Background: an optimization exercise with open tools, aiming at small area, a short achievable clock period and few clock cycles per item. Do not read the settings as production practice. Where RTL was checked, it was by simulation tests only, not by an equivalence proof against the original. Function not checked in runs 1 to 6: the RTL went through the layout flow alone.

## flow/design.v

```verilog
`timescale 1ns/10ps
`default_nettype none
module pe_cell (
    input  wire                             clk,
    input  wire                             clr,       
    input  wire        [8-1:0]    a_in,
    input  wire        [8-1:0]    b_in,
    output logic       [23-1:0]     acc
);
    wire t0 = (a_in[0] & b_in[6]) ^ (a_in[1] & b_in[5]);
    wire t1 = (a_in[0] & b_in[6]) & (a_in[1] & b_in[5]);
    wire t2 = (~(a_in[0] & b_in[7])) ^ (a_in[1] & b_in[6]) ^ (a_in[2] & b_in[5]);
    wire t3 = ((~(a_in[0] & b_in[7])) & (a_in[1] & b_in[6])) | ((~(a_in[0] & b_in[7])) & (a_in[2] & b_in[5])) | ((a_in[1] & b_in[6]) & (a_in[2] & b_in[5]));
    wire t4 = (a_in[3] & b_in[4]) ^ (a_in[4] & b_in[3]);
    wire t5 = (a_in[3] & b_in[4]) & (a_in[4] & b_in[3]);
    wire t6 = (~(a_in[1] & b_in[7])) ^ (a_in[2] & b_in[6]) ^ (a_in[3] & b_in[5]);
    wire t7 = ((~(a_in[1] & b_in[7])) & (a_in[2] & b_in[6])) | ((~(a_in[1] & b_in[7])) & (a_in[3] & b_in[5])) | ((a_in[2] & b_in[6]) & (a_in[3] & b_in[5]));
    wire t8 = (a_in[4] & b_in[4]) ^ (a_in[5] & b_in[3]) ^ (a_in[6] & b_in[2]);
    wire t9 = ((a_in[4] & b_in[4]) & (a_in[5] & b_in[3])) | ((a_in[4] & b_in[4]) & (a_in[6] & b_in[2])) | ((a_in[5] & b_in[3]) & (a_in[6] & b_in[2]));
    wire t10 = (~(a_in[2] & b_in[7])) ^ (a_in[3] & b_in[6]) ^ (a_in[4] & b_in[5]);
    wire t11 = ((~(a_in[2] & b_in[7])) & (a_in[3] & b_in[6])) | ((~(a_in[2] & b_in[7])) & (a_in[4] & b_in[5])) | ((a_in[3] & b_in[6]) & (a_in[4] & b_in[5]));
    wire t12 = (a_in[0] & b_in[4]) ^ (a_in[1] & b_in[3]);
    wire t13 = (a_in[0] & b_in[4]) & (a_in[1] & b_in[3]);
    wire t14 = (a_in[0] & b_in[5]) ^ (a_in[1] & b_in[4]) ^ (a_in[2] & b_in[3]);
    wire t15 = ((a_in[0] & b_in[5]) & (a_in[1] & b_in[4])) | ((a_in[0] & b_in[5]) & (a_in[2] & b_in[3])) | ((a_in[1] & b_in[4]) & (a_in[2] & b_in[3]));
    wire t16 = (a_in[3] & b_in[2]) ^ (a_in[4] & b_in[1]);
    wire t17 = (a_in[3] & b_in[2]) & (a_in[4] & b_in[1]);
    wire t18 = t0 ^ (a_in[2] & b_in[4]) ^ (a_in[3] & b_in[3]);
    wire t19 = (t0 & (a_in[2] & b_in[4])) | (t0 & (a_in[3] & b_in[3])) | ((a_in[2] & b_in[4]) & (a_in[3] & b_in[3]));
    wire t20 = (a_in[4] & b_in[2]) ^ (a_in[5] & b_in[1]) ^ (a_in[6] & b_in[0]);
    wire t21 = ((a_in[4] & b_in[2]) & (a_in[5] & b_in[1])) | ((a_in[4] & b_in[2]) & (a_in[6] & b_in[0])) | ((a_in[5] & b_in[1]) & (a_in[6] & b_in[0]));
    wire t22 = t1 ^ t2 ^ t4;
    wire t23 = (t1 & t2) | (t1 & t4) | (t2 & t4);
    wire t24 = (a_in[5] & b_in[2]) ^ (a_in[6] & b_in[1]) ^ (~(a_in[7] & b_in[0]));
    wire t25 = ((a_in[5] & b_in[2]) & (a_in[6] & b_in[1])) | ((a_in[5] & b_in[2]) & (~(a_in[7] & b_in[0]))) | ((a_in[6] & b_in[1]) & (~(a_in[7] & b_in[0])));
    wire t26 = t3 ^ t5 ^ t6;
    wire t27 = (t3 & t5) | (t3 & t6) | (t5 & t6);
    wire t28 = t8 ^ (~(a_in[7] & b_in[1])) ^ 1'b1;
    wire t29 = (t8 & (~(a_in[7] & b_in[1]))) | (t8 & 1'b1) | ((~(a_in[7] & b_in[1])) & 1'b1);
    wire t30 = t7 ^ t9 ^ t10;
    wire t31 = (t7 & t9) | (t7 & t10) | (t9 & t10);
    wire t32 = (a_in[5] & b_in[4]) ^ (a_in[6] & b_in[3]) ^ (~(a_in[7] & b_in[2]));
    wire t33 = ((a_in[5] & b_in[4]) & (a_in[6] & b_in[3])) | ((a_in[5] & b_in[4]) & (~(a_in[7] & b_in[2]))) | ((a_in[6] & b_in[3]) & (~(a_in[7] & b_in[2])));
    wire t34 = t11 ^ (~(a_in[3] & b_in[7])) ^ (a_in[4] & b_in[6]);
    wire t35 = (t11 & (~(a_in[3] & b_in[7]))) | (t11 & (a_in[4] & b_in[6])) | ((~(a_in[3] & b_in[7])) & (a_in[4] & b_in[6]));
    wire t36 = (a_in[5] & b_in[5]) ^ (a_in[6] & b_in[4]) ^ (~(a_in[7] & b_in[3]));
    wire t37 = ((a_in[5] & b_in[5]) & (a_in[6] & b_in[4])) | ((a_in[5] & b_in[5]) & (~(a_in[7] & b_in[3]))) | ((a_in[6] & b_in[4]) & (~(a_in[7] & b_in[3])));
    wire t38 = (~(a_in[4] & b_in[7])) ^ (a_in[5] & b_in[6]) ^ (a_in[6] & b_in[5]);
    wire t39 = ((~(a_in[4] & b_in[7])) & (a_in[5] & b_in[6])) | ((~(a_in[4] & b_in[7])) & (a_in[6] & b_in[5])) | ((a_in[5] & b_in[6]) & (a_in[6] & b_in[5]));
    wire t40 = (a_in[0] & b_in[3]) ^ (a_in[1] & b_in[2]);
    wire t41 = (a_in[0] & b_in[3]) & (a_in[1] & b_in[2]);
    wire t42 = t12 ^ (a_in[2] & b_in[2]) ^ (a_in[3] & b_in[1]);
    wire t43 = (t12 & (a_in[2] & b_in[2])) | (t12 & (a_in[3] & b_in[1])) | ((a_in[2] & b_in[2]) & (a_in[3] & b_in[1]));
    wire t44 = t13 ^ t14 ^ t16;
    wire t45 = (t13 & t14) | (t13 & t16) | (t14 & t16);
    wire t46 = t15 ^ t17 ^ t18;
    wire t47 = (t15 & t17) | (t15 & t18) | (t17 & t18);
    wire t48 = t19 ^ t21 ^ t22;
    wire t49 = (t19 & t21) | (t19 & t22) | (t21 & t22);
    wire t50 = t23 ^ t25 ^ t26;
    wire t51 = (t23 & t25) | (t23 & t26) | (t25 & t26);
    wire t52 = t27 ^ t29 ^ t30;
    wire t53 = (t27 & t29) | (t27 & t30) | (t29 & t30);
    wire t54 = t31 ^ t33 ^ t34;
    wire t55 = (t31 & t33) | (t31 & t34) | (t33 & t34);
    wire t56 = t35 ^ t37 ^ t38;
    wire t57 = (t35 & t37) | (t35 & t38) | (t37 & t38);
    wire t58 = t39 ^ (~(a_in[5] & b_in[7])) ^ (a_in[6] & b_in[6]);
    wire t59 = (t39 & (~(a_in[5] & b_in[7]))) | (t39 & (a_in[6] & b_in[6])) | ((~(a_in[5] & b_in[7])) & (a_in[6] & b_in[6]));
    wire t60 = (a_in[0] & b_in[2]) ^ (a_in[1] & b_in[1]);
    wire t61 = (a_in[0] & b_in[2]) & (a_in[1] & b_in[1]);
    wire t62 = t40 ^ (a_in[2] & b_in[1]) ^ (a_in[3] & b_in[0]);
    wire t63 = (t40 & (a_in[2] & b_in[1])) | (t40 & (a_in[3] & b_in[0])) | ((a_in[2] & b_in[1]) & (a_in[3] & b_in[0]));
    wire t64 = t41 ^ t42 ^ (a_in[4] & b_in[0]);
    wire t65 = (t41 & t42) | (t41 & (a_in[4] & b_in[0])) | (t42 & (a_in[4] & b_in[0]));
    wire t66 = t43 ^ t44 ^ (a_in[5] & b_in[0]);
    wire t67 = (t43 & t44) | (t43 & (a_in[5] & b_in[0])) | (t44 & (a_in[5] & b_in[0]));
    wire t68 = t45 ^ t46 ^ t20;
    wire t69 = (t45 & t46) | (t45 & t20) | (t46 & t20);
    wire t70 = t47 ^ t48 ^ t24;
    wire t71 = (t47 & t48) | (t47 & t24) | (t48 & t24);
    wire t72 = t49 ^ t50 ^ t28;
    wire t73 = (t49 & t50) | (t49 & t28) | (t50 & t28);
    wire t74 = t51 ^ t52 ^ t32;
    wire t75 = (t51 & t52) | (t51 & t32) | (t52 & t32);
    wire t76 = t53 ^ t54 ^ t36;
    wire t77 = (t53 & t54) | (t53 & t36) | (t54 & t36);
    wire t78 = t55 ^ t56 ^ (~(a_in[7] & b_in[4]));
    wire t79 = (t55 & t56) | (t55 & (~(a_in[7] & b_in[4]))) | (t56 & (~(a_in[7] & b_in[4])));
    wire t80 = t57 ^ t58 ^ (~(a_in[7] & b_in[5]));
    wire t81 = (t57 & t58) | (t57 & (~(a_in[7] & b_in[5]))) | (t58 & (~(a_in[7] & b_in[5])));
    wire t82 = t59 ^ (~(a_in[6] & b_in[7])) ^ (~(a_in[7] & b_in[6]));
    wire t83 = (t59 & (~(a_in[6] & b_in[7]))) | (t59 & (~(a_in[7] & b_in[6]))) | ((~(a_in[6] & b_in[7])) & (~(a_in[7] & b_in[6])));
    wire [15:0] r0 = {1'b0, t83, t81, t79, t77, t75, t73, t71, t69, t67, t65, t63, t61, t60, (a_in[0] & b_in[1]), (a_in[0] & b_in[0])};
    wire [15:0] r1 = {1'b0, (a_in[7] & b_in[7]), t82, t80, t78, t76, t74, t72, t70, t68, t66, t64, t62, (a_in[2] & b_in[0]), (a_in[1] & b_in[0]), 1'b0};
    logic [15:0] s_q, c_q;
    always_ff @(posedge clk) begin
        s_q <= r0;
        c_q <= r1;
    end
    wire [22:0] x  = {{8{~s_q[15]}}, s_q[14:0]};
    wire [22:0] y  = {7'd0, c_q};
    wire [22:0] hs = acc ^ x ^ y;
    wire [22:0] hc = (acc & x) | (acc & y) | (x & y);
    wire [22:0] nx = hs + {hc[21:0], 1'b0};
    always_ff @(posedge clk) begin
        acc <= clr ? 23'd0 : nx;
    end
endmodule
`default_nettype wire
`timescale 1ns/10ps
`default_nettype none
module systolic_grid (
    input  wire                                 clk,
    input  wire                                 clr,
    input  wire [4*8-1:0]        a_q,
    input  wire [4*8-1:0]        b_q,
    output wire [4*4*23-1:0]  sums       
);
    localparam int N = 4;
    localparam int W = 8;
    localparam int S = 23;
    for (genvar i = 0; i < N; i++) begin : g_row
        for (genvar j = 0; j < N; j++) begin : g_col
            pe_cell pe_i (
                .clk  (clk),
                .clr  (clr),
                .a_in (a_q[i*W +: W]),
                .b_in (b_q[j*W +: W]),
                .acc  (sums[(i*N+j)*S +: S])
            );
        end
    end
endmodule
`default_nettype wire
`timescale 1ns/10ps
`default_nettype none
module operand_skew (
    input  wire                            clk,
    input  wire                            rst_n,
    input  wire                            step,
    input  wire                            last,
    input  wire [4*8-1:0]   a_vec,
    input  wire [4*8-1:0]   b_vec,
    output logic [4*8-1:0]  a_q,
    output logic [4*8-1:0]  b_q,
    output logic                           last_q
);
    always_ff @(posedge clk) begin
        a_q <= step ? a_vec : '0;
        b_q <= b_vec;
    end
    always_ff @(posedge clk or negedge rst_n) begin
        if (!rst_n) begin
            last_q  <= 1'b0;
        end else begin
            last_q  <= step && last;
        end
    end
endmodule
`default_nettype wire
`timescale 1ns/10ps
`default_nettype none
module mmu_sequencer (
    input  wire                   clk,
    input  wire                   rst_n,
    input  wire                   start,
    input  wire [8-1:0] k_len,
    input  wire                   in_valid,
    output wire                   step,        
    output wire                   last,        
    output wire                   skip,        
    output logic                  busy
);
    logic                   skip_q;      
    logic [8-1:0] rem_q;       
    wire accept = start && !busy;
    assign step  = in_valid && busy && !skip_q;
    assign skip  = skip_q;
    assign last  = (rem_q == 8'(1));
    always_ff @(posedge clk or negedge rst_n) begin
        if (!rst_n) begin
            busy   <= 1'b0;
            skip_q <= 1'b0;
        end else begin
            skip_q <= accept;
            if (accept)
                busy <= 1'b1;
            else if (step && last)
                busy <= 1'b0;
        end
    end
    always_ff @(posedge clk) begin
        if (accept)
            rem_q <= k_len;
        else if (step)
            rem_q <= rem_q - 1'b1;
    end
endmodule
`default_nettype wire
`timescale 1ns/10ps
`default_nettype none
module result_buffer (
    input  wire                                 clk,
    input  wire                                 rst_n,
    input  wire                                 save,
    input  wire [4*4*23-1:0]  sums,
    input  wire                                 rd_en,
    input  wire [2-1:0]                rd_row,
    output logic                                rd_valid,
    output logic [4*24-1:0]        rd_data
);
    localparam int N  = 4;
    localparam int S  = 23;
    localparam int A  = 24;
    localparam int RW = N*S;
    logic [N*RW-1:0] grid_q;      
    logic            have_q;      
    logic [RW-1:0]   row_q;       
    always_ff @(posedge clk) begin
        if (save)
            grid_q <= sums;
    end
    always_ff @(posedge clk or negedge rst_n) begin
        if (!rst_n) begin
            have_q   <= 1'b0;
            rd_valid <= 1'b0;
        end else begin
            have_q   <= have_q || save;
            rd_valid <= rd_en;
        end
    end
    always_ff @(posedge clk) begin
        row_q <= have_q ? grid_q[rd_row*RW +: RW] : '0;
    end
    for (genvar j = 0; j < N; j++) begin : g_col
        assign rd_data[j*A +: A] = {{(A-S){row_q[j*S+S-1]}}, row_q[j*S +: S]};
    end
endmodule
`default_nettype wire
`timescale 1ns/10ps
`default_nettype none
module mmu_top (
    input  wire                        clk,
    input  wire                        rst_n,
    input  wire                        start,
    input  wire [8-1:0]      k_len,
    input  wire                        in_valid,
    input  wire [4*8-1:0] a_vec,
    input  wire [4*8-1:0] b_vec,
    input  wire                        rd_en,
    input  wire [2-1:0]       rd_row,
    output wire                        busy,
    output wire                        done,
    output wire                        rd_valid,
    output wire [4*24-1:0]  rd_data
);
    wire                               step, last, skip;
    wire [4*8-1:0]      a_q, b_q;
    wire                               last_q;
    wire [4*4*23-1:0] sums;
    mmu_sequencer seq_i (
        .clk      (clk),
        .rst_n    (rst_n),
        .start    (start),
        .k_len    (k_len),
        .in_valid (in_valid),
        .step     (step),
        .last     (last),
        .skip     (skip),
        .busy     (busy)
    );
    logic [1+1:0] last_sr;
    always_ff @(posedge clk or negedge rst_n) begin
        if (!rst_n)
            last_sr <= '0;
        else
            last_sr <= (last_sr << 1) | (1+2)'(last_q);
    end
    wire save = last_sr[1];
    assign done = last_sr[1+1];
    logic [1:0] clr_sr;
    always_ff @(posedge clk or negedge rst_n) begin
        if (!rst_n)
            clr_sr <= '0;
        else
            clr_sr <= (clr_sr << 1) | (1+1)'(skip);
    end
    wire clr = clr_sr[1];
    operand_skew in_i (
        .clk     (clk),
        .rst_n   (rst_n),
        .step    (step),
        .last    (last),
        .a_vec   (a_vec),
        .b_vec   (b_vec),
        .a_q     (a_q),
        .b_q     (b_q),
        .last_q  (last_q)
    );
    systolic_grid grid_i (
        .clk  (clk),
        .clr  (clr),
        .a_q  (a_q),
        .b_q  (b_q),
        .sums (sums)
    );
    result_buffer rbuf_i (
        .clk      (clk),
        .rst_n    (rst_n),
        .save     (save),
        .sums     (sums),
        .rd_en    (rd_en),
        .rd_row   (rd_row),
        .rd_valid (rd_valid),
        .rd_data  (rd_data)
    );
endmodule
`default_nettype wire
```

## flow/run.sh

```bash
#!/bin/bash
# synth_recipe.tcl (not shown) runs the flow's synth.tcl, then flattens the netlist and writes it again
# the make line also repeats each setting of config.mk as NAME=value (left out here)
make -C /OpenROAD-flow-scripts/flow DESIGN_CONFIG=/design/flow/config.mk WORK_HOME=/design/flow/orfs CLKGATE_MAP_FILE= SYNTH_SCRIPT=/design/flow/synth_recipe.tcl finish
```

## flow/config.mk

```make
export PLATFORM = sky130hd
export DESIGN_NAME = mmu_top
export DESIGN_NICKNAME = mmu_top
export VERILOG_FILES = /design/flow/design.v
export SDC_FILE = /design/flow/constraint.sdc
export NUM_CORES = 4
export LEC_CHECK = 0
export ABC_CLOCK_PERIOD_IN_PS = 2500
export CAP_MARGIN = 20
export CORE_MARGIN = 2
export CORE_UTILIZATION = 45
export PLACE_DENSITY = 0.6
export SETUP_SLACK_MARGIN = 3.5
export SLEW_MARGIN = 20
```

## flow/constraint.sdc

```tcl
create_clock -name core_clock -period 6.5 [get_ports {clk}]
set_input_delay 1.3000 -clock core_clock [delete_from_list [all_inputs] [get_ports {clk}]]
set_output_delay 1.3000 -clock core_clock [all_outputs]
set_load 0.01 [all_outputs]
```

==> flow_summary.json, run 1 <==
{
  "syn2layout_area_growth_pct": 18.13,
  "grt_max_degree": 171,
  "r2r_slack_ps": 3290,
  "status": "complete, no violations",
  "clock_latency_ps": 810,
  "die_x_um": 419.2,
  "vias_per_cell": 5.232,
  "wl_per_cell_um": 20.59,
  "initial_utilization": 0.4526,
  "route.detailed.drc": 0,
  "num_rows": 152,
  "grt_pass1_wl_mm": 297.6,
  "crit_fanout": 2,
  "htree_levels": 4,
  "globalplace.congestion": 0.8691,
  "cts_root_buf": "clkbuf_16",
  "finalSetupTns_ps": 0,
  "path_clk_slew_ps": 60,
  "grt_usage": 0.2205,
  "multiInputGateArea_sq_um": 44540,
  "layout.cells.most_common_list": "dfxtp_1, fa_1, and2_1",
  "drive_above_1_share": 0.1477,
  "worstSetupEndpointType": "flop",
  "crit_arrival_ps": 3870,
  "relSlewSlack": 0.2196,
  "yosysWarningCount": 5,
  "core_area_sq_um": 171400,
  "numClockSinks": 1374,
  "port-buffer-count": 177,
  "antenna_found_initial": 16,
  "gr-total-overflow": 0,
  "setup_violations": 0,
  "synth_cell_types": 97,
  "synth_edf_count": 376,
  "die-height_um": 419.2,
  "fmax_mhz": 311.7,
  "drtPass1Iterations": 6,
  "drv_cap": 0,
  "yosysSeqAreaShare": 0.4038,
  "cts_made_buffers": 156,
  "setup.worst_path.class": "reg2reg",
  "hp-class": "reg2reg",
  "finalClockSkew_ps": 31.74,
  "ys_async_sr_fraction": 0.007278,
  "ff_latch_area_sq_um": 31500,
  "finalHoldViolCount": 0,
  "place_area_sq_um": 81800,
  "first_iter_violations": 2879,
  "fillCellCount": 14540,
  "synth_nets": 8276,
  "layout_commonest_cell": "dfxtp_1",
  "wl_mm": 199.9,
  "fin_nets": 8604,
  "ios": 178,
  "synthesis.area_sq_um": 77560,
  "die-area_sq_um": 175700,
  "synth_ff_type": "dfxtp_1",
  "synth_seq_cells": 1374,
  "final_antenna_net_count": 0,
  "cts_tree": "yes",
  "start_kind": "flop",
  "fin_area_sq_um": 91620,
  "grt_setup_unrepaired": "yes",
  "period_minus_slack_ps": 3208,
  "tightest_slew_ps": 1171,
  "syn_area_per_cell_sq_um": 11.19,
  "period_share": 0.4935,
  "required_ps": 7160,
  "syn_inst": 6931,
  "dp_hpwl_mm": 129.2,
  "grt_pass1_vias": 53250,
  "hold_ws_ps": 341.0,
  "cts_max_path_buffers": 3,
  "vias": 50800,
  "slew_viol_final": 0
}
## final timing paths
kind	from	end	cells after the start
min in group asynchronous	rst_n	last_sr[0]$_DFF_PN0_	1
worst min register to register	in_i.last_q$_DFF_PN0_	last_sr[0]$_DFF_PN0_	0
worst min-delay path	in_i.last_q$_DFF_PN0_	last_sr[0]$_DFF_PN0_	0
worst max-delay path	grid_i.g_row[0].g_col[3].pe_i.acc[1]$_SDFF_PP0_	grid_i.g_row[0].g_col[3].pe_i.acc[21]$_SDFF_PP0_	13
max in group asynchronous	rst_n	clr_sr[1]$_DFF_PN0_	1
worst max register to register	grid_i.g_row[0].g_col[3].pe_i.acc[1]$_SDFF_PP0_	grid_i.g_row[0].g_col[3].pe_i.acc[21]$_SDFF_PP0_	13
## synth_stat cells, drive strengths merged, types with 19 or more instances
cell type  instances  area share
a21oi            207       0.014
nand3             58      0.0037
ha               466       0.075
a21o             130       0.013
xor2             104       0.012
buf               24      0.0014
a31oi             30      0.0025
or3               28      0.0024
nor3             102      0.0066
edfxtp           376        0.15
mux4              92       0.027
inv              742       0.036
and3              24      0.0019
dfxtp            988        0.26
nor3b             20      0.0019
o31ai             19      0.0019
o21bai            32      0.0031
o21ai            148      0.0099
and2             759       0.061
clkbuf           265       0.013
xnor2            151       0.017
nand2b            37      0.0030
nand2            550       0.027
nand4             23      0.0019
o21a              35      0.0034
nor2             383       0.019
nor2b            100      0.0082
fa               800        0.21
a211oi            36      0.0037
## what timing repair did
item,4_1_cts,5_1_grt
buffers inserted,111,80
gates resized for setup,423,337
setup endpoints to repair,368,246
cloned,0,15
pin swaps,188,232
hold buffers,0,0
## state kept, by name (all words and copies together) (netlist names), 2 cells and up
| name | flops |
|---|---|
| rbuf_i.grid_q | 368 |
| last_sr | 3 |
| seq_i.rem_q | 8 |
| rbuf_i.row_q | 92 |
| clr_sr | 2 |
| grid_i.g_row.g_col.pe_i.s_q | 240 |
| in_i.b_q | 32 |
| grid_i.g_row.g_col.pe_i.c_q | 224 |
| in_i.a_q | 32 |
| grid_i.g_row.g_col.pe_i.acc | 368 |
## critical path, cell delays in order (launching register included)
cell,delay (ps)
dfxtp_2,330
fa_1,480
ha_2,200
inv_2,50
fa_2,230
nor2b_4,60
o21ai_4,140
a21boi_2,90
o211ai_2,250
a21oi_4,110
o311ai_4,300
a21oi_2,110
o31a_1,250
or4_1,480
## routing by layer
| layer | GRT usage | up-vias | routed length, um |
|---|---|---|---|
| li1 | - | 23270 | - |
| met1 | 0.2866 | 26020 | 85980 |
| met2 | 0.3761 | 1173 | 96010 |
| met3 | 0.03014 | 336 | 10630 |
| met4 | 0.07887 | 2 | 7302 |
| met5 | 0 | - | 13 |
## cells by family after synthesis
family | count (synthesis) | share of synthesized area
mux | 102 | 0.02810
simple gates | 2145 | 0.1420
xor+xnor | 255 | 0.02880
flops | 1374 | 0.4038
compound gates | 758 | 0.06550
fa+ha+maj | 1266 | 0.2817
buf+inv | 1031 | 0.05015
## through the flow
step / setup WS [ps] / utilization / std cells
finish: 3292 / 0.5347 / 9709
global route: 3159 / 0.5346 / 9702
CTS: 3171 / 0.5205 / 9607
detailed placement: 2810 / 0.4774 / 9205
global placement: 2822 / 0.4774 / 9205
floorplan: 3265 / - / 6931
## layout make-up
cell class	instances	area share
multi-input combinational	4526	0.4861
sequential	1374	0.3438
inverter	742	0.03040
timing repair buffer	459	0.05162
antenna	7	0.0001912
clock buffer	233	0.05001
tap	2310	0.03155
clock inverter	58	0.006295
==> inputs of run 2 (changes only) <==
--- a/flow/config.mk
+++ b/flow/config.mk
@@ -7,3 +7,3 @@
 export LEC_CHECK = 0
-export ABC_CLOCK_PERIOD_IN_PS = 2500
+export ABC_CLOCK_PERIOD_IN_PS = 1500
 export CAP_MARGIN = 20
@@ -11,4 +11,6 @@
 export CORE_UTILIZATION = 45
+export CTS_CLUSTER_DIAMETER = 100
+export CTS_CLUSTER_SIZE = 30
 export PLACE_DENSITY = 0.6
-export SETUP_SLACK_MARGIN = 3.5
+export SETUP_SLACK_MARGIN = 3.7
 export SLEW_MARGIN = 20
==> flow_summary.json, run 2 <==
{
  "r2r_slack_ps": 3260,
  "wl_per_cell_um": 22.18,
  "die_x_um": 419.2,
  "path_cells": "fa_1, ha_2, inv_2, fa_2, nor2b_4, o21ai_2, a21boi_2, o211ai_2, a21oi_2, o311ai_4, a21oi_2, nor4_1, or4_1",
  "syn_area_per_cell_sq_um": 11.19,
  "status": "complete, no violations",
  "start_kind": "flop",
  "fmax_mhz": 308.8,
  "final_antenna_net_count": 0,
  "clock_latency_ps": 740,
  "grt-busiest-layer": "met2",
  "startpoint": "grid_i.g_row[0].g_col[3].pe_i.c_q[1]$_DFF_P_",
  "slowest_stage": "fa_1",
  "post-place-cells": 9205,
  "ff_latch_area_sq_um": 31630,
  "synth_seq_cells": 1374,
  "die-height_um": 419.2,
  "slew_viol_final": 0,
  "drv_cap": 0,
  "core_area_sq_um": 171400,
  "synth_nets": 8276,
  "htree_levels": 2,
  "first_iter_violations": 3211,
  "yosys.area.top_type": "dfxtp_1",
  "finalClockSkew_ps": 34.12,
  "r2r_cells": 13,
  "cts_tree": "yes",
  "tightest_slew_ps": 1084,
  "cts_max_path_buffers": 3,
  "grt_usage": 0.2461,
  "grt_pass1_vias": 53730,
  "dp_hpwl_mm": 129.1,
  "synth_cell_types": 97,
  "post-synth-top-area-fraction": 0.2550,
  "layout_commonest_cell": "dfxtp_1",
  "timing.rr.end": "grid_i.g_row[0].g_col[3].pe_i.acc[21]$_SDFF_PP0_",
  "yosysWarningCount": 5,
  "crit_top_cell": "a21oi_2",
  "globalplace.congestion": 0.8372,
  "vias": 51290,
  "cts_made_buffers": 57,
  "period_share": 0.4982,
  "antenna_found_initial": 24,
  "use_met2": 0.4161,
  "wl_mm": 215.5,
  "cpPeakStageDelay_ps": 530,
  "cts_root_buf": "clkbuf_16",
  "vias_per_cell": 5.279,
  "finalSetupTns_ps": 0,
  "setup_violations": 0,
  "crit_arrival_ps": 3840,
  "grt_pass1_wl_mm": 324.9,
  "grt_setup_unrepaired": "yes",
  "path_clk_slew_ps": 110,
  "yosysSeqAreaShare": 0.4038,
  "hp-start": "last_sr[0]$_DFF_PN0_",
  "ys_async_sr_fraction": 0.007278,
  "ios": 178,
  "grt_use_met1": 0.3218,
  "num_rows": 152,
  "setup.worst_path.end": "grid_i.g_row[0].g_col[3].pe_i.acc[21]$_SDFF_PP0_",
  "port-buffer-count": 177,
  "syn_inst": 6931,
  "setup.worst_path.class": "reg2reg",
  "synth_common_cells": "dfxtp_1, fa_1, and2_1",
  "layout.cells.most_common_list": "dfxtp_1, and2_1, fa_1",
  "synth.area.top_cells": "dfxtp_1, fa_1, edfxtp_1",
  "syn2layout_area_growth_pct": 19.42,
  "instances_no_fill": 9716,
  "required_ps": 7110,
  "crit_fanout": 2,
  "gr-total-overflow": 0,
  "timing.rr.start": "grid_i.g_row[0].g_col[3].pe_i.c_q[1]$_DFF_P_",
  "drtPass1Iterations": 7,
  "synth_ff_type": "dfxtp_1",
  "top_regs": "grid_i.g_row.g_col.pe_i.acc x368, rbuf_i.grid_q x368, grid_i.g_row.g_col.pe_i.s_q x240",
  "period_minus_slack_ps": 3238,
  "multiInputGateArea_sq_um": 46080,
  "fin_nets": 8701,
  "grt_max_degree": 143,
  "drive_above_1_share": 0.2166,
  "initial_utilization": 0.4526,
  "relSlewSlack": 0.2776,
  "die-area_sq_um": 175700,
  "numClockSinks": 1374,
  "route.detailed.drc": 0,
  "worstSetupEndpointType": "flop",
  "min_path_cells": 0,
  "hp-class": "reg2reg",
  "synthesis.area_sq_um": 77560,
  "post-synth-top-count-cell": "dfxtp_1",
  "fillCellCount": 14510,
  "met3_usage": 0.03177,
  "finalHoldViolCount": 0,
  "synth_edf_count": 376
}
==> run 2: cell type report <==
cell class | instances | share of cell area
repair buffers | 655 | 0.07966
clock inverters | 20 | 0.002783
flip-flops and latches | 1374 | 0.3415
diodes | 5 | 0.0001351
inverters | 742 | 0.03007
clock buffers | 84 | 0.01717
well taps | 2310 | 0.03120
multi-input cells | 4526 | 0.4975
==> run 2: worst min-delay path by stage <==
stage / endpoint / slack, ps
floorplan: clr_sr[1]$_DFF_PN0_ / 330
finish: last_sr[1]$_DFF_PN0_ / 360
global route: last_sr[0]$_DFF_PN0_ / 370
CTS: last_sr[1]$_DFF_PN0_ / 370
detailed placement: last_sr[1]$_DFF_PN0_ / 340
global placement: last_sr[0]$_DFF_PN0_ / 330
==> run 2: per-layer routing <==
| layer | routed length (um) | part of all wire |
|---|---|---|
| met5 | 59 | 0.00027 |
| met4 | 10280 | 0.048 |
| met3 | 11230 | 0.052 |
| met2 | 103000 | 0.48 |
| met1 | 90870 | 0.42 |
==> run 2: kinds of logic (layout without fill, tap and decap cells) <==
kind of cell	after synthesis	in the layout	share of synthesized area
AOI/OAI and AO/OA	758	758	0.06550
adders and majority gates	1266	1266	0.2817
DFF	1374	1374	0.4038
muxes	102	102	0.02810
xor gates and xnor gates	255	255	0.02880
and+or+nand+nor	2145	2145	0.1420
other	0	5	0
buffers and inverters	1031	1501	0.05015
==> run 2: worst max-delay path: cells and delay by family, from the launching register on <==
family                     cells  cell delay, ps
and+or+nand+nor                3             710
buffers and inverters          1              40
adders and majority gates      3            1080
AOI/OAI and AO/OA              6             940
DFF                            1             340
==> run 2: what timing repair did <==
| item | in CTS | in global routing |
|---|---|---|
| setup buffers | 274 | 90 |
| resized for setup | 938 | 421 |
| hold buffers | 0 | 0 |
| setup endpoints to repair | 481 | 332 |
| gates cloned | 36 | 2 |
| pin swaps | 459 | 358 |
| hold endpoints to repair | 0 | 0 |
==> run 2: through the flow <==
step	area (sq um)	hold WS (ps)	setup WS, ps	util
2_1_floorplan	77940	331.2	3265	-
3_3_place_gp	82100	332.9	3020	0.4791
3_5_place_dp	82100	338.7	2978	0.4791
4_1_cts	90310	366.1	3191	0.5270
5_1_grt	92610	371.6	3140	0.5405
6_report	92620	364.0	3262	0.5405
==> inputs of run 3 (changes only) <==
--- a/flow/design.v
+++ b/flow/design.v
@@ -104,5 +104,10 @@
     wire [22:0] hc = (acc & x) | (acc & y) | (x & y);
-    wire [22:0] nx = hs + {hc[21:0], 1'b0};
+    localparam int L = 7;
+    logic            cp;
+    wire  [L:0]      lo = {1'b0, hs[L-1:0]} + {1'b0, hc[L-2:0], 1'b0};
+    wire  [23-L:0]   hx = {hs[22:L], cp} + {hc[21:L-1], cp};    
+    wire  [22-L:0]   hi = hx[23-L:1];
     always_ff @(posedge clk) begin
-        acc <= clr ? 23'd0 : nx;
+        acc <= clr ? 23'd0 : {hi, lo[L-1:0]};
+        cp  <= clr ? 1'b0  : lo[L];
     end
@@ -272,3 +277,4 @@
     );
-    logic [1+1:0] last_sr;
+    localparam int SV = 1 + 1;     
+    logic [SV+1:0] last_sr;
     always_ff @(posedge clk or negedge rst_n) begin
@@ -277,6 +283,6 @@
         else
-            last_sr <= (last_sr << 1) | (1+2)'(last_q);
+            last_sr <= (last_sr << 1) | (SV+2)'(last_q);
     end
-    wire save = last_sr[1];
-    assign done = last_sr[1+1];
+    wire save = last_sr[SV];
+    assign done = last_sr[SV+1];
     logic [1:0] clr_sr;
--- a/flow/config.mk
+++ b/flow/config.mk
@@ -11,6 +11,6 @@
 export CORE_UTILIZATION = 45
-export CTS_CLUSTER_DIAMETER = 100
-export CTS_CLUSTER_SIZE = 30
+export CTS_CLUSTER_DIAMETER = 80
+export CTS_CLUSTER_SIZE = 20
 export PLACE_DENSITY = 0.6
-export SETUP_SLACK_MARGIN = 3.7
+export SETUP_SLACK_MARGIN = 3.9
 export SLEW_MARGIN = 20
==> flow_summary.json, run 3 <==
{
  "htree_levels": 3,
  "gr-total-overflow": 0,
  "drv_cap": 0,
  "syn_inst": 6967,
  "finalHoldViolCount": 0,
  "crit_arrival_ps": 3530,
  "fin_nets": 8724,
  "yosysWarningCount": 5,
  "path_clk_slew_ps": 80,
  "hp-class": "reg2reg",
  "core_area_sq_um": 171900,
  "multiInputGateArea_sq_um": 45020,
  "period_minus_slack_ps": 2927,
  "fin_area_sq_um": 92980,
  "vias_per_cell": 5.283,
  "cts_max_path_buffers": 3,
  "synth_ff_type": "dfxtp_1",
  "finalSetupTns_ps": 0,
  "synth_nets": 8328,
  "synth_edf_count": 376,
  "start_kind": "flop",
  "wl_mm": 217.7,
  "num_rows": 152,
  "syn2layout_area_growth_pct": 19.32,
  "wl_per_cell_um": 22.29,
  "grt_pass1_wl_mm": 324.8,
  "timing.rr.start": "in_i.a_q[4]$_SDFF_PN0_",
  "status": "complete, no violations",
  "layout.cells.most_common_list": "dfxtp_1, inv_1, and2_1",
  "top_regs": "grid_i.g_row.g_col.pe_i.acc x368, rbuf_i.grid_q x368, grid_i.g_row.g_col.pe_i.s_q x240",
  "synth_common_cells": "dfxtp_1, fa_1, inv_1",
  "ff_latch_area_sq_um": 32010,
  "grt_setup_unrepaired": "yes",
  "die-area_sq_um": 176500,
  "cts_made_buffers": 92,
  "syn_area_per_cell_sq_um": 11.19,
  "slowest_stage": "fa_2",
  "r2r_cells": 8,
  "synth_cell_types": 77,
  "setup.worst_path.class": "reg2reg",
  "ios": 178,
  "grt_max_degree": 134,
  "globalplace.congestion": 0.8306,
  "grt_pass1_vias": 53500,
  "cts_root_buf": "clkbuf_16",
  "ys_async_sr_fraction": 0.007908,
  "clock_latency_ps": 750,
  "path_cells": "buf_12, and2_4, fa_2, inv_2, fa_2, fa_1, inv_2, fa_2",
  "setup.worst_path.end": "grid_i.g_row[0].g_col[1].pe_i.c_q[9]$_DFF_P_",
  "place_area_sq_um": 82190,
  "fillCellCount": 14670,
  "setup_violations": 0,
  "initial_utilization": 0.4533,
  "worstSetupEndpointType": "flop",
  "numClockSinks": 1391,
  "tightest_slew_ps": 1074,
  "crit_fanout": 11,
  "die_x_um": 420.1,
  "timing.rr.end": "grid_i.g_row[0].g_col[1].pe_i.c_q[9]$_DFF_P_",
  "die-height_um": 420.1,
  "grt_usage": 0.2460,
  "drive_above_1_share": 0.2300,
  "startpoint": "in_i.a_q[4]$_SDFF_PN0_",
  "vias": 51580,
  "holdBufCountCts": 0,
  "port-buffer-count": 177,
  "r2r_slack_ps": 3570,
  "yosysSeqAreaShare": 0.4063,
  "cts_tree": "yes",
  "synth.area.top_cells": "dfxtp_1, fa_1, edfxtp_1",
  "post-place-ws_ps": 2990,
  "layout_commonest_cell": "dfxtp_1",
  "antenna_found_initial": 24,
  "required_ps": 7100,
  "post-synth-top-count-cell": "dfxtp_1",
  "post-synth-top-area-fraction": 0.2579,
  "slew_viol_final": 0,
  "cpPeakStageDelay_ps": 530,
  "setup_slack_ps": 3573,
  "synthesis.area_sq_um": 77930,
  "drtPass1Iterations": 6,
  "period_share": 0.4502,
  "route.detailed.drc": 0,
  "crit_top_cell": "fa_2",
  "finalClockSkew_ps": 56.62,
  "synth_seq_cells": 1391,
  "relSlewSlack": 0.2838,
  "fmax_mhz": 341.7,
  "yosys.area.top_type": "dfxtp_1",
  "dp_hpwl_mm": 128.7,
  "first_iter_violations": 3844,
  "final_antenna_net_count": 0
}
[run 3: worst min path at each step]
| stage | cells after the start | end | slack (ps) | startpoint |
|---|---|---|---|---|
| after global routing | 0 | last_sr[0]$_DFF_PN0_ | 370 | in_i.last_q$_DFF_PN0_ |
| after floorplan | 0 | clr_sr[1]$_DFF_PN0_ | 330 | clr_sr[0]$_DFF_PN0_ |
| after CTS | 0 | clr_sr[1]$_DFF_PN0_ | 350 | clr_sr[0]$_DFF_PN0_ |
| after detailed placement | 0 | clr_sr[1]$_DFF_PN0_ | 330 | clr_sr[0]$_DFF_PN0_ |
| final | 0 | clr_sr[1]$_DFF_PN0_ | 350 | clr_sr[0]$_DFF_PN0_ |
| after global placement | 0 | last_sr[1]$_DFF_PN0_ | 330 | last_sr[0]$_DFF_PN0_ |
[run 3: cells by family (layout without fill, tap and decap cells)]
group,count (synthesis),in the layout,share of synthesized area
AND/OR/NAND/NOR,2096,2096,0.1379
flip-flops,1391,1391,0.4063
adder cells (fa/ha/maj),1282,1282,0.2844
buffers and inverters,1108,1584,0.05371
AO/OA/AOI/OAI,760,760,0.06379
XOR/XNOR,221,221,0.02484
multiplexers,109,109,0.02896
other,0,10,0
[run 3: metal layers]
layer / track usage / vias to the layer above / share of wire
li1: - / 23340 / -
met1: 0.3243 / 26450 / 0.42
met2: 0.4154 / 1435 / 0.48
met3: 0.03020 / 346 / 0.060
met4: 0.09204 / 6 / 0.041
met5: 0 / - / 0.00022
[run 3: metrics by stage]
stage	hold slack (ps)	utilization	cells
final	353.0	0.5408	9763
after global routing	370.8	0.5407	9756
after CTS	354.9	0.5303	9686
after detailed placement	334.7	0.4781	9204
after global placement	332.4	0.4781	9204
after floorplan	331.2	-	6967
[run 3: final cells by class]
class	instances	area share
diodes	10	0.0002691
clock buffers	133	0.02811
clock inverters	41	0.004750
inverters	810	0.03270
multi-input cells	4468	0.4842
flip-flops and latches	1391	0.3443
well taps	2310	0.03108
repair buffers	600	0.07462
[run 3: timing repair]
action,CTS,global route
endpoints found under the setup margin,535,372
pin swaps,274,207
gates cloned,26,4
resized for setup,1199,353
buffers inserted,282,62
[run 3: critical path, delay by kind of cell, from the launching register on]
family,cells,cell delay (ps)
and+or+nand+nor,1,180
DFF,1,400
buffers and inverters,3,290
adders and majority gates,4,1890
==> inputs of run 4 (changes only) <==
--- a/flow/config.mk
+++ b/flow/config.mk
@@ -14,3 +14,3 @@
 export PLACE_DENSITY = 0.6
-export SETUP_SLACK_MARGIN = 3.9
+export SETUP_SLACK_MARGIN = 3.5
 export SLEW_MARGIN = 20
==> flow_summary.json, run 4 <==
{
  "fmax_mhz": 332.4,
  "path_clk_slew_ps": 80,
  "min_path_cells": 0,
  "cpPeakStageDelay_ps": 510,
  "synthXorXnorAreaFrac": 0.02484,
  "relSlewSlack": 0.2440,
  "cpLargestDelayFamily": "adder cells",
  "synth_top_family_by_area": "adder cells",
  "top_regs": "grid_i.g_row.g_col.pe_i.acc x368, rbuf_i.grid_q x368, grid_i.g_row.g_col.pe_i.s_q x240",
  "post-synth-top-count-cell": "dfxtp_1",
  "synth_nets": 8328,
  "path_cells": "buf_12, buf_16, and2_1, fa_1, inv_1, fa_1, fa_1, inv_1, fa_1",
  "final_antenna_net_count": 0,
  "gr-total-overflow": 0,
  "required_ps": 7110,
  "dp_hpwl_mm": 128.5,
  "die_x_um": 420.1,
  "grt_setup_unrepaired": "yes",
  "layout.cells.most_common_list": "dfxtp_1, fa_1, inv_1",
  "syn_inst": 6967,
  "min_to": "clr_sr[1]$_DFF_PN0_",
  "hp-class": "reg2reg",
  "yosys.area.top_type": "dfxtp_1",
  "layout_commonest_cell": "dfxtp_1",
  "r2r_slack_ps": 3490,
  "crit_top_cell": "fa_1",
  "syn2layout_area_growth_pct": 11.66,
  "cts_made_buffers": 98,
  "crit_arrival_ps": 3620,
  "numClockSinks": 1391,
  "vias": 49190,
  "yosysWarningCount": 5,
  "finalSetupTns_ps": 0,
  "ios": 178,
  "antenna_found_initial": 27,
  "synthMuxAreaShare": 0.02896,
  "period_share": 0.4629,
  "port-buffer-count": 177,
  "synth_ff_type": "dfxtp_1",
  "timing.rr.end": "grid_i.g_row[2].g_col[0].pe_i.c_q[9]$_DFF_P_",
  "ys_async_sr_fraction": 0.007908,
  "drive_above_1_share": 0.07464,
  "hp-start": "clr_sr[0]$_DFF_PN0_",
  "finalClockSkew_ps": 44.27,
  "crit_fanout": 4,
  "status": "complete, no violations",
  "setup_violations": 0,
  "grt_max_degree": 151,
  "initial_utilization": 0.4533,
  "tightest_slew_ps": 1134,
  "timing.rr.start": "in_i.a_q[19]$_SDFF_PN0_",
  "num_rows": 152,
  "synth-simple-area-share": 0.1379,
  "route.detailed.drc": 0,
  "cts_root_buf": "clkbuf_16",
  "fin_area_sq_um": 87010,
  "critPathBufInv": 4,
  "place_area_sq_um": 82090,
  "globalplace.congestion": 0.8575,
  "synth_cell_types": 77,
  "worstSetupEndpointType": "flop",
  "yosysSeqAreaShare": 0.4063,
  "start_kind": "flop",
  "post-synth-top-area-fraction": 0.2579,
  "first_iter_violations": 3104,
  "core_area_sq_um": 171900,
  "holdBufCountCts": 0,
  "die-height_um": 420.1,
  "vias_per_cell": 5.180,
  "grt_pass1_wl_mm": 292.5,
  "finalHoldViolCount": 0,
  "grt_pass1_vias": 50940,
  "synthesis.area_sq_um": 77930,
  "setup.worst_path.class": "reg2reg",
  "r2r_cells": 9,
  "synth_compound_area_frac": 0.06379,
  "htree_levels": 3,
  "synth_seq_cells": 1391,
  "die-area_sq_um": 176500,
  "slowest_stage": "fa_1",
  "period_minus_slack_ps": 3009,
  "synth_edf_count": 376,
  "synth-adder-area-share": 0.2844,
  "drv_cap": 0,
  "slew_viol_final": 0,
  "synth_common_cells": "dfxtp_1, fa_1, inv_1",
  "cts_max_path_buffers": 3,
  "drtPass1Iterations": 6,
  "wl_mm": 194.8,
  "wl_per_cell_um": 20.51,
  "synth.area.top_cells": "dfxtp_1, fa_1, edfxtp_1",
  "grt_usage": 0.2154,
  "cts_tree": "yes",
  "clock_latency_ps": 750,
  "syn_area_per_cell_sq_um": 11.19,
  "fin_nets": 8457
}
[run 4: cells by family after synthesis]
family                   Yosys count
adder cells (fa/ha/maj)         1282
AO/OA/AOI/OAI                    760
AND/OR/NAND/NOR                 2096
flip-flops                      1391
XOR/XNOR                         221
multiplexers                     109
buffers and inverters           1108
[run 4: worst max-delay path by stage]
| stage | end | from | cells past startpoint |
|---|---|---|---|
| 2_1_floorplan | rbuf_i.grid_q[0]$_DFFE_PP_ | last_sr[2]$_DFF_PN0_ | 0 |
| 3_3_place_gp | grid_i.g_row[1].g_col[2].pe_i.c_q[7]$_DFF_P_ | in_i.a_q[8]$_SDFF_PN0_ | 8 |
| 3_5_place_dp | grid_i.g_row[1].g_col[2].pe_i.c_q[7]$_DFF_P_ | in_i.a_q[8]$_SDFF_PN0_ | 8 |
| 4_1_cts | rd_data[22] | rbuf_i.row_q[22]$_SDFF_PN0_ | 1 |
| 5_1_grt | grid_i.g_row[2].g_col[0].pe_i.c_q[9]$_DFF_P_ | in_i.a_q[19]$_SDFF_PN0_ | 9 |
| 6_report | grid_i.g_row[2].g_col[0].pe_i.c_q[9]$_DFF_P_ | in_i.a_q[19]$_SDFF_PN0_ | 9 |
[run 4: cell type report]
type                            instances  area (sq um)
Fill cell                           15380         84910
Sequential cell                      1391         31800
Clock buffer                          133          2720
Antenna cell                            5         12.51
Tap cell                             2310          2890
Clock inverter                         52         553.0
Multi-Input combinational cell       4468         42330
Inverter                              810          3040
Timing Repair Buffer                  327          3672
[run 4: per-stage QoR]
| stage | setup WS (ps) | utilization | cells | hold WS, ps |
|---|---|---|---|---|
| floorplan | 3265 | - | 6967 | 331.2 |
| global placement | 2948 | 0.4775 | 9230 | 332.5 |
| detailed placement | 2910 | 0.4775 | 9230 | 334.7 |
| CTS | 3502 | 0.4989 | 9434 | 351.4 |
| global route | 3414 | 0.5060 | 9491 | 368.5 |
| finish | 3491 | 0.5061 | 9496 | 350.4 |
[run 4: layer usage]
| layer | vias up | GRT usage | wire length, um |
|---|---|---|---|
| met5 | - | 0 | 57 |
| li1 | 22800 | - | - |
| met1 | 24960 | 0.2885 | 84130 |
| met3 | 268 | 0.03082 | 10740 |
| met4 | 8 | 0.07029 | 6882 |
| met2 | 1159 | 0.3601 | 92980 |
[run 4: timing repair]
item	in CTS	in global routing
gates resized for setup	114	129
setup buffers	19	42
cloned	0	15
endpoints found under the setup margin	236	147
pin swaps	8	39
==> inputs of run 5 (changes only) <==
--- a/flow/config.mk
+++ b/flow/config.mk
@@ -7,3 +7,2 @@
 export LEC_CHECK = 0
-export ABC_CLOCK_PERIOD_IN_PS = 1500
 export CAP_MARGIN = 20
@@ -16 +15,2 @@
 export SLEW_MARGIN = 20
+export TNS_END_PERCENT = 10
==> flow_summary.json, run 5 <==
{
  "period_minus_slack_ps": 3024,
  "synth_cell_types": 77,
  "port-buffer-count": 177,
  "worstSetupEndpointType": "output pin",
  "cts_tree": "yes",
  "die-height_um": 420.1,
  "path_cells": "clkdlybuf4s50_1",
  "holdBufCountCts": 0,
  "cpPeakStageDelay_ps": 580,
  "post-place-cells": 9230,
  "grt_pass1_vias": 50910,
  "vias": 48790,
  "globalplace.congestion": 0.8575,
  "synth_common_cells": "dfxtp_1, fa_1, inv_1",
  "hp-class": "reg2reg",
  "core_area_sq_um": 171900,
  "syn_area_per_cell_sq_um": 11.19,
  "path_clk_slew_ps": 80,
  "ys_async_sr_fraction": 0.007908,
  "numClockSinks": 1391,
  "start_kind": "flop",
  "yosysSeqAreaShare": 0.4063,
  "yosysWarningCount": 5,
  "synthesis.area_sq_um": 77930,
  "first_iter_violations": 2929,
  "status": "complete, no violations",
  "slowest_stage": "clkdlybuf4s50_1",
  "tightest_slew_ps": 1158,
  "syn2layout_area_growth_pct": 10.83,
  "cts_max_path_buffers": 3,
  "cpLargestDelayFamily": "buffers and inverters",
  "die_x_um": 420.1,
  "final_antenna_net_count": 0,
  "cts_made_buffers": 98,
  "place_area_sq_um": 82090,
  "wl_mm": 189.3,
  "synth_edf_count": 376,
  "top_regs": "grid_i.g_row.g_col.pe_i.acc x368, rbuf_i.grid_q x368, grid_i.g_row.g_col.pe_i.s_q x240",
  "fin_area_sq_um": 86370,
  "post-synth-top-area-fraction": 0.2579,
  "gr-total-overflow": 0,
  "num_rows": 152,
  "required_ps": 5200,
  "instances_no_fill": 9470,
  "relSlewSlack": 0.2278,
  "synth_nets": 8328,
  "route.detailed.drc": 0,
  "finalClockSkew_ps": 45.66,
  "period_share": 0.4652,
  "clock_latency_ps": 750,
  "yosys.area.top_type": "dfxtp_1",
  "setup_violations": 0,
  "wl_per_cell_um": 19.99,
  "crit_fanout": 1,
  "syn_inst": 6967,
  "initial_utilization": 0.4533,
  "synth_ff_type": "dfxtp_1",
  "grt_usage": 0.2152,
  "drive_above_1_share": 0.06418,
  "post-place-ws_ps": 2910,
  "fin_nets": 8428,
  "layout_commonest_cell": "dfxtp_1",
  "layout.cells.most_common_list": "dfxtp_1, fa_1, inv_1",
  "critPathBufInv": 1,
  "drtPass1Iterations": 6,
  "grt_setup_unrepaired": "yes",
  "fmax_mhz": 330.7,
  "setup.worst_path.class": "reg2out",
  "slew_viol_final": 0,
  "crit_arrival_ps": 1720,
  "setup_slack_ps": 3476,
  "vias_per_cell": 5.152,
  "drv_cap": 0,
  "hold_ws_ps": 350.6,
  "ios": 178,
  "grt_pass1_wl_mm": 292.3,
  "synth_seq_cells": 1391,
  "finalSetupTns_ps": 0,
  "grt_max_degree": 151,
  "final_util": 0.5024,
  "die-area_sq_um": 176500,
  "post-synth-top-count-cell": "dfxtp_1",
  "dp_hpwl_mm": 128.5,
  "finalHoldViolCount": 0,
  "htree_levels": 3,
  "antenna_found_initial": 25,
  "synth.area.top_cells": "dfxtp_1, fa_1, edfxtp_1",
  "cts_root_buf": "clkbuf_16"
}
## run 5: cell counts after synthesis
Identical to the previous run, type by type.
## run 5: cells by family (layout without fill, tap and decap cells)
kind of cell / Yosys count / count (layout) / synth area share
other cells: 0 / 8 / 0
mux: 109 / 109 / 0.02896
simple gates: 2096 / 2096 / 0.1379
fa+ha+maj: 1282 / 1282 / 0.2844
xor+xnor: 221 / 221 / 0.02484
flops: 1391 / 1391 / 0.4063
buf+inv: 1108 / 1293 / 0.05371
compound gates: 760 / 760 / 0.06379
## run 5: worst reg2reg max path, stage by stage, from the launching register on
cell	delay, ps
dfxtp_1	340
buf_6	310
and2_1	270
fa_1	450
fa_1	510
inv_1	50
fa_1	470
inv_1	50
fa_1	440
## run 5: repair_timing
| action | CTS | global route |
|---|---|---|
| setup endpoints to repair | 236 | 208 |
| gates cloned | 0 | 6 |
| setup buffers | 16 | 25 |
| pin swaps | 0 | 13 |
| gates resized for setup | 53 | 71 |
## run 5: cell type report
cell class,instances,area [sq um]
clock buffer,133,2720
multi-input combinational,4468,42200
fill,15440,85550
tap,2310,2890
antenna,8,20.02
clock inverter,52,553.0
inverter,810,3040
sequential,1391,31770
timing repair buffer,298,3184
## run 5: per-layer routing
metal | global-route usage | vias to the layer above | share of wire
li1 | - | 22750 | -
met3 | 0.03049 | 247 | 0.051
met1 | 0.2887 | 24720 | 0.44
met5 | 0 | - | 0.00027
met4 | 0.07011 | 8 | 0.033
met2 | 0.3595 | 1060 | 0.48
## run 5: final timing paths
path | start | to | slack [ps] | cells past startpoint
worst max-delay path | rbuf_i.row_q[31]$_SDFF_PN0_ | rd_data[32] | 3480 | 1
worst min-delay path | clr_sr[0]$_DFF_PN0_ | clr_sr[1]$_DFF_PN0_ | 350 | 0
worst max register to register | in_i.a_q[9]$_SDFF_PN0_ | grid_i.g_row[1].g_col[1].pe_i.c_q[7]$_DFF_P_ | 3490 | 8
worst min register to register | clr_sr[0]$_DFF_PN0_ | clr_sr[1]$_DFF_PN0_ | 350 | 0
max in group asynchronous | rst_n | clr_sr[1]$_DFF_PN0_ | 5230 | 1
min in group asynchronous | rst_n | seq_i.busy$_DFFE_PN0P_ | 890 | 1
==> inputs of run 6 (changes only) <==
--- a/flow/config.mk
+++ b/flow/config.mk
@@ -7,3 +7,3 @@
 export LEC_CHECK = 0
-export CAP_MARGIN = 20
+export CAP_MARGIN = 5
 export CORE_MARGIN = 2
@@ -14,3 +14,3 @@
 export SETUP_SLACK_MARGIN = 3.5
-export SLEW_MARGIN = 20
+export SLEW_MARGIN = 5
 export TNS_END_PERCENT = 10
==> flow_summary.json, run 6 <==
{
  "cts_made_buffers": 98,
  "fin_nets": 8428,
  "path_cells": "clkdlybuf4s50_1",
  "synth_edf_count": 376,
  "relSlewSlack": 0.2278,
  "port-buffer-count": 177,
  "timing.rr.end": "grid_i.g_row[1].g_col[1].pe_i.c_q[7]$_DFF_P_",
  "path_clk_slew_ps": 80,
  "crit_arrival_ps": 1720,
  "worstSetupEndpointType": "output pin",
  "route.detailed.drc": 0,
  "ios": 178,
  "dp_hpwl_mm": 128.5,
  "status": "complete, no violations",
  "wl_mm": 189.3,
  "slew_viol_final": 0,
  "layout.cells.most_common_list": "dfxtp_1, fa_1, inv_1",
  "synth-adder-area-share": 0.2844,
  "ys_async_sr_fraction": 0.007908,
  "r2r_cells": 8,
  "synth_common_cells": "dfxtp_1, fa_1, inv_1",
  "antenna_found_initial": 25,
  "post-synth-top-count-cell": "dfxtp_1",
  "drv_cap": 0,
  "grt_pass1_wl_mm": 292.3,
  "finalClockSkew_ps": 46.35,
  "period_minus_slack_ps": 3024,
  "synthXorXnorAreaFrac": 0.02484,
  "crit_fanout": 1,
  "hp-class": "reg2reg",
  "required_ps": 5200,
  "syn_inst": 6967,
  "top_regs": "grid_i.g_row.g_col.pe_i.acc x368, rbuf_i.grid_q x368, grid_i.g_row.g_col.pe_i.s_q x240",
  "cpPeakStageDelay_ps": 580,
  "hold_ws_ps": 350.5,
  "finalSetupTns_ps": 0,
  "core_area_sq_um": 171900,
  "htree_levels": 3,
  "place_area_sq_um": 82090,
  "synthMuxAreaShare": 0.02896,
  "final_util": 0.5024,
  "drtPass1Iterations": 6,
  "yosysWarningCount": 5,
  "tightest_slew_ps": 1158,
  "vias": 48790,
  "first_iter_violations": 2929,
  "hp-start": "clr_sr[0]$_DFF_PN0_",
  "layout_commonest_cell": "dfxtp_1",
  "fin_area_sq_um": 86370,
  "min_to": "clr_sr[1]$_DFF_PN0_",
  "grt_max_degree": 151,
  "grt_pass1_vias": 50910,
  "synthesis.area_sq_um": 77930,
  "wl_per_cell_um": 19.99,
  "syn_area_per_cell_sq_um": 11.19,
  "setup_violations": 0,
  "period_share": 0.4652,
  "start_kind": "flop",
  "vias_per_cell": 5.152,
  "startpoint": "rbuf_i.row_q[31]$_SDFF_PN0_",
  "numClockSinks": 1391,
  "finalHoldViolCount": 0,
  "clock_latency_ps": 750,
  "critPathBufInv": 1,
  "cp.depth": 1,
  "synth_compound_area_frac": 0.06379,
  "min_path_cells": 0,
  "drive_above_1_share": 0.06418,
  "synth-simple-area-share": 0.1379,
  "r2r_slack_ps": 3480,
  "slowest_stage": "clkdlybuf4s50_1",
  "grt_setup_unrepaired": "yes",
  "final_antenna_net_count": 0,
  "yosysSeqAreaShare": 0.4063,
  "globalplace.congestion": 0.8575,
  "synth_top_family_by_area": "adder cells",
  "yosys.area.top_type": "dfxtp_1",
  "die-height_um": 420.1,
  "synth.area.top_cells": "dfxtp_1, fa_1, edfxtp_1",
  "die_x_um": 420.1,
  "num_rows": 152,
  "syn2layout_area_growth_pct": 10.83,
  "fmax_mhz": 330.7,
  "synth_ff_type": "dfxtp_1",
  "initial_utilization": 0.4533,
  "cts_tree": "yes",
  "post-synth-top-area-fraction": 0.2579,
  "die-area_sq_um": 176500,
  "synth_nets": 8328,
  "synth_cell_types": 77,
  "cpLargestDelayFamily": "buffers and inverters",
  "grt_usage": 0.2152,
  "setup.worst_path.class": "reg2out",
  "cts_max_path_buffers": 3,
  "cts_root_buf": "clkbuf_16",
  "timing.rr.start": "in_i.a_q[9]$_SDFF_PN0_",
  "synth_seq_cells": 1391,
  "gr-total-overflow": 0
}
[run 6: cell count changes in the layout (fill, tap and decap cells not counted)]
| cell | before | now |
|---|---|---|
| o21ai_1 | 5 | 4 |
| o21ai_0 | 158 | 159 |
[run 6: metal layers]
layer | track usage | vias to the layer above | share of wire
met5 | 0 | - | 0.00027
met4 | 0.07011 | 8 | 0.033
met3 | 0.03049 | 249 | 0.051
met2 | 0.3595 | 1067 | 0.48
met1 | 0.2887 | 24720 | 0.44
li1 | - | 22750 | -
[run 6: logic make-up after synthesis]
logic type                 count (synthesis)
xor gates and xnor gates                 221
and+or+nand+nor                         2096
AOI/OAI and AO/OA                        760
adders and majority gates               1282
DFF                                     1391
muxes                                    109
buffers and inverters                   1108
[run 6: area by class of cell]
type / count / area, sq um
antenna: 8 / 20.02
clock buffer: 133 / 2720
clock inverter: 52 / 553.0
fill: 15440 / 85550
inverter: 810 / 3040
multi-input combinational: 4468 / 42200
sequential: 1391 / 31770
tap: 2310 / 2890
timing repair buffer: 298 / 3184
[run 6: metrics by stage]
stage | instances | worst slack (ps)
global placement | 9230 | 2948
finish | 9470 | 3476
floorplan | 6967 | 3265
global route | 9462 | 3308
detailed placement | 9230 | 2910
CTS | 9431 | 3317
[run 6: worst max-delay path by stage]
stage                                                             endpoint
final                                                          rd_data[32]
after global routing      grid_i.g_row[2].g_col[1].pe_i.acc[21]$_SDFF_PP0_
after CTS                 grid_i.g_row[2].g_col[2].pe_i.acc[21]$_SDFF_PP0_
after detailed placement      grid_i.g_row[1].g_col[2].pe_i.c_q[7]$_DFF_P_
after global placement        grid_i.g_row[1].g_col[2].pe_i.c_q[7]$_DFF_P_
after floorplan                                 rbuf_i.grid_q[0]$_DFFE_PP_
[run 6: repair_timing]
| action | CTS | global route |
|---|---|---|
| resized for setup | 53 | 71 |
| cloned | 0 | 6 |
| buffers inserted | 16 | 25 |
| hold buffers | 0 | 0 |
| pin swaps | 0 | 13 |
| endpoints found under the setup margin | 236 | 208 |
==> inputs of run 7 (changes only) <==
--- a/flow/design.v
+++ b/flow/design.v
@@ -107,4 +107,3 @@
     wire  [L:0]      lo = {1'b0, hs[L-1:0]} + {1'b0, hc[L-2:0], 1'b0};
-    wire  [23-L:0]   hx = {hs[22:L], cp} + {hc[21:L-1], cp};    
-    wire  [22-L:0]   hi = hx[23-L:1];
+    wire  [22-L:0]   hi = hs[22:L] + hc[21:L-1] + {{(22-L){1'b0}}, cp};
     always_ff @(posedge clk) begin
==> flow/config.mk (replaced) <==
export PLATFORM = sky130hd
export DESIGN_NAME = mmu_top
export DESIGN_NICKNAME = mmu_top
export VERILOG_FILES = /design/flow/design.v
export SDC_FILE = /design/flow/constraint.sdc
export NUM_CORES = 4
export LEC_CHECK = 0
export ABC_CLOCK_PERIOD_IN_PS = 1500
export CAP_MARGIN = 20
export CORE_MARGIN = 2
export CORE_UTILIZATION = 45
export CTS_CLUSTER_DIAMETER = 100
export CTS_CLUSTER_SIZE = 30
export PLACE_DENSITY = 0.6
export SETUP_SLACK_MARGIN = 3.7
export SLEW_MARGIN = 20
==> flow_summary.json, run 7 <==
{
  "status": "complete, no violations",
  "tightest_slew_ps": 1199,
  "timing.rr.start": "grid_i.g_row[2].g_col[3].pe_i.c_q[7]$_DFF_P_",
  "vias": 48350,
  "finalClockSkew_ps": 48.27,
  "worstSetupEndpointType": "flop",
  "synth.area.top_cells": "dfxtp_1, fa_1, edfxtp_1",
  "htree_levels": 2,
  "grt_setup_unrepaired": "yes",
  "first_iter_violations": 3027,
  "vias_per_cell": 5.202,
  "drtPass1Iterations": 5,
  "hp-class": "reg2reg",
  "num_rows": 151,
  "grt_usage": 0.2354,
  "initial_utilization": 0.4533,
  "path_cells": "inv_2, fa_1, fa_2, fa_2, nor2b_4, o31a_1, o31a_1, or4_4, a31oi_4, xor2_1, nor2_1",
  "cpLargestDelayFamily": "adder cells",
  "period_minus_slack_ps": 3120,
  "cpPeakStageDelay_ps": 560,
  "min_path_cells": 0,
  "min_to": "last_sr[1]$_DFF_PN0_",
  "hold_ws_ps": 360.8,
  "die_x_um": 417.4,
  "ys_async_sr_fraction": 0.007908,
  "die-area_sq_um": 174200,
  "setup.worst_path.class": "reg2reg",
  "finalSetupTns_ps": 0,
  "crit_arrival_ps": 3740,
  "cts_made_buffers": 57,
  "fillCellCount": 14680,
  "die-height_um": 417.4,
  "grt_pass1_vias": 50630,
  "relSlewSlack": 0.2003,
  "post-synth-top-count-cell": "dfxtp_1",
  "layout_commonest_cell": "dfxtp_1",
  "wl_mm": 205.1,
  "grt_max_degree": 143,
  "globalplace.congestion": 0.8177,
  "fmax_mhz": 320.5,
  "yosysSeqAreaShare": 0.4118,
  "fin_nets": 8377,
  "yosysWarningCount": 5,
  "antenna_found_initial": 21,
  "route.detailed.drc": 0,
  "cts_root_buf": "clkbuf_16"
}
==> run 7: cell count changes after synthesis, sizes merged, moves of 21 or more <==
cell and delta:
o21ai -31, nand3 -21, nand2 -53, nor2 -33, a21o +37, a211oi -23
xnor2 +22
==> run 7: worst max-delay path by stage <==
stage | from | to | slack [ps] | depth (start not counted)
floorplan | last_sr[2]$_DFF_PN0_ | rbuf_i.grid_q[0]$_DFFE_PP_ | 3270 | 0
global placement | in_valid | in_i.a_q[0]$_SDFF_PN0_ | 3060 | 4
detailed placement | in_valid | in_i.a_q[0]$_SDFF_PN0_ | 3030 | 4
CTS | grid_i.g_row[2].g_col[3].pe_i.acc[7]$_SDFF_PP0_ | grid_i.g_row[2].g_col[3].pe_i.acc[17]$_SDFF_PP0_ | 3390 | 11
global route | grid_i.g_row[2].g_col[3].pe_i.c_q[7]$_DFF_P_ | grid_i.g_row[2].g_col[3].pe_i.acc[17]$_SDFF_PP0_ | 3320 | 11
finish | grid_i.g_row[2].g_col[3].pe_i.c_q[7]$_DFF_P_ | grid_i.g_row[2].g_col[3].pe_i.acc[17]$_SDFF_PP0_ | 3380 | 11
==> run 7: routing by layer <==
layer / GRT usage / up-vias / part of all wire
met5: 0 / - / 0.00032
met4: 0.09105 / 8 / 0.055
met3: 0.03261 / 353 / 0.054
met2: 0.3887 / 1258 / 0.46
met1: 0.3149 / 24600 / 0.43
li1: - / 22130 / -
==> run 7: what timing repair did <==
action / 4_1_cts / 5_1_grt
hold buffers: 0 / 0
pin swaps: 233 / 219
setup endpoints to repair: 414 / 242
resized for setup: 673 / 290
setup buffers: 150 / 40
hold endpoints to repair: 0 / 0
gates cloned: 34 / 5
==> run 7: metrics by stage <==
step / cells / cell area [sq um] / setup slack [ps] / util
floorplan: 6756 / 76950 / 3265 / -
global placement: 8946 / 81050 / 3057 / 0.4777
detailed placement: 8946 / 81050 / 3032 / 0.4777
CTS: 9237 / 86900 / 3393 / 0.5122
global route: 9290 / 88330 / 3324 / 0.5206
finish: 9295 / 88340 / 3380 / 0.5207
==> run 7: logic make-up (layout without fill, tap and decap cells) <==
group                    Yosys count  in the layout  synth area share
XOR/XNOR                         227            227           0.02585
buffers and inverters           1101           1409           0.05408
flip-flops                      1391           1391            0.4118
AND/OR/NAND/NOR                 1995           1995            0.1351
other                              0             13                 0
AO/OA/AOI/OAI                    658            658           0.05491
multiplexers                     102            102           0.02841
adder cells (fa/ha/maj)         1282           1282            0.2898
==> run 7: worst register-to-register path: cells and delay by family (launching register included) <==
family,cells,cell delay [ps]
AOI/OAI and AO/OA,3,820
DFF,1,340
and+or+nand+nor,3,550
buffers and inverters,1,30
adders and majority gates,3,1070
xor gates and xnor gates,1,180
==> run 7: area by class of cell <==
type,count,area (sq um),share of cell area
Tap cell,2218,2775,0.03141
Multi-Input combinational cell,4264,42910,0.4857
Clock inverter,19,244.0,0.002762
Sequential cell,1391,31910,0.3612
Inverter,820,3078,0.03484
Antenna cell,13,32.53,0.0003683
Timing Repair Buffer,482,5787,0.06551
Clock buffer,88,1607,0.01819
Testbench counts of run 7, summed over its fixed seeds: cycles 5,195, jobs 320.

afterwards: timing with drivers on the ports:
The flow's constraints put no driver on any port. The routed layouts listed below were extracted and timed again, unchanged, in two steps. Step 1: set_driving_cell puts a clkbuf_16 on clk and a buf_2 on each other input, an assumption about the parent block. Step 2 adds t to the input delays and takes it off the output delays; t is the mean of the earliest and latest rising clock arrival at the registers after step 1. Input paths then give back, and output paths get back, about the clock's delay inside the block. Three values: ideal, step 1, step 2; two values: the first two.
run | t, ns | slack for setup (ns) | worst setup path at the end | slew at the worst register clock pin (ns) | pins driven straight from the clock port
run 1 | 0.885 | 3.292 / 3.292 / 3.206 | input to register | 0.06 / 0.06 | 1
run 2 | 0.816 | 3.262 / 3.262 / 3.149 | input to register | 0.13 / 0.13 | 1
run 3 | 0.800 | 3.573 / 3.573 / 3.214 | input to register | 0.09 / 0.09 | 1
run 4 | 0.813 | 3.491 / 3.482 / 3.197 | input to register | 0.09 / 0.09 | 1
run 5 | 0.805 | 3.476 / 3.399 / 3.202 | input to register | 0.09 / 0.09 | 1
run 6 | 0.806 | 3.476 / 3.399 / 3.202 | input to register | 0.09 / 0.09 | 1
run 7 | 0.800 | 3.380 / 3.380 / 2.978 | input to register | 0.12 / 0.12 | 1
After both steps setup and hold are still met in every run listed. For run 7, which loses most, drivers alone change the setup slack by 0.000 ns; drivers and shift together by -0.402 ns.
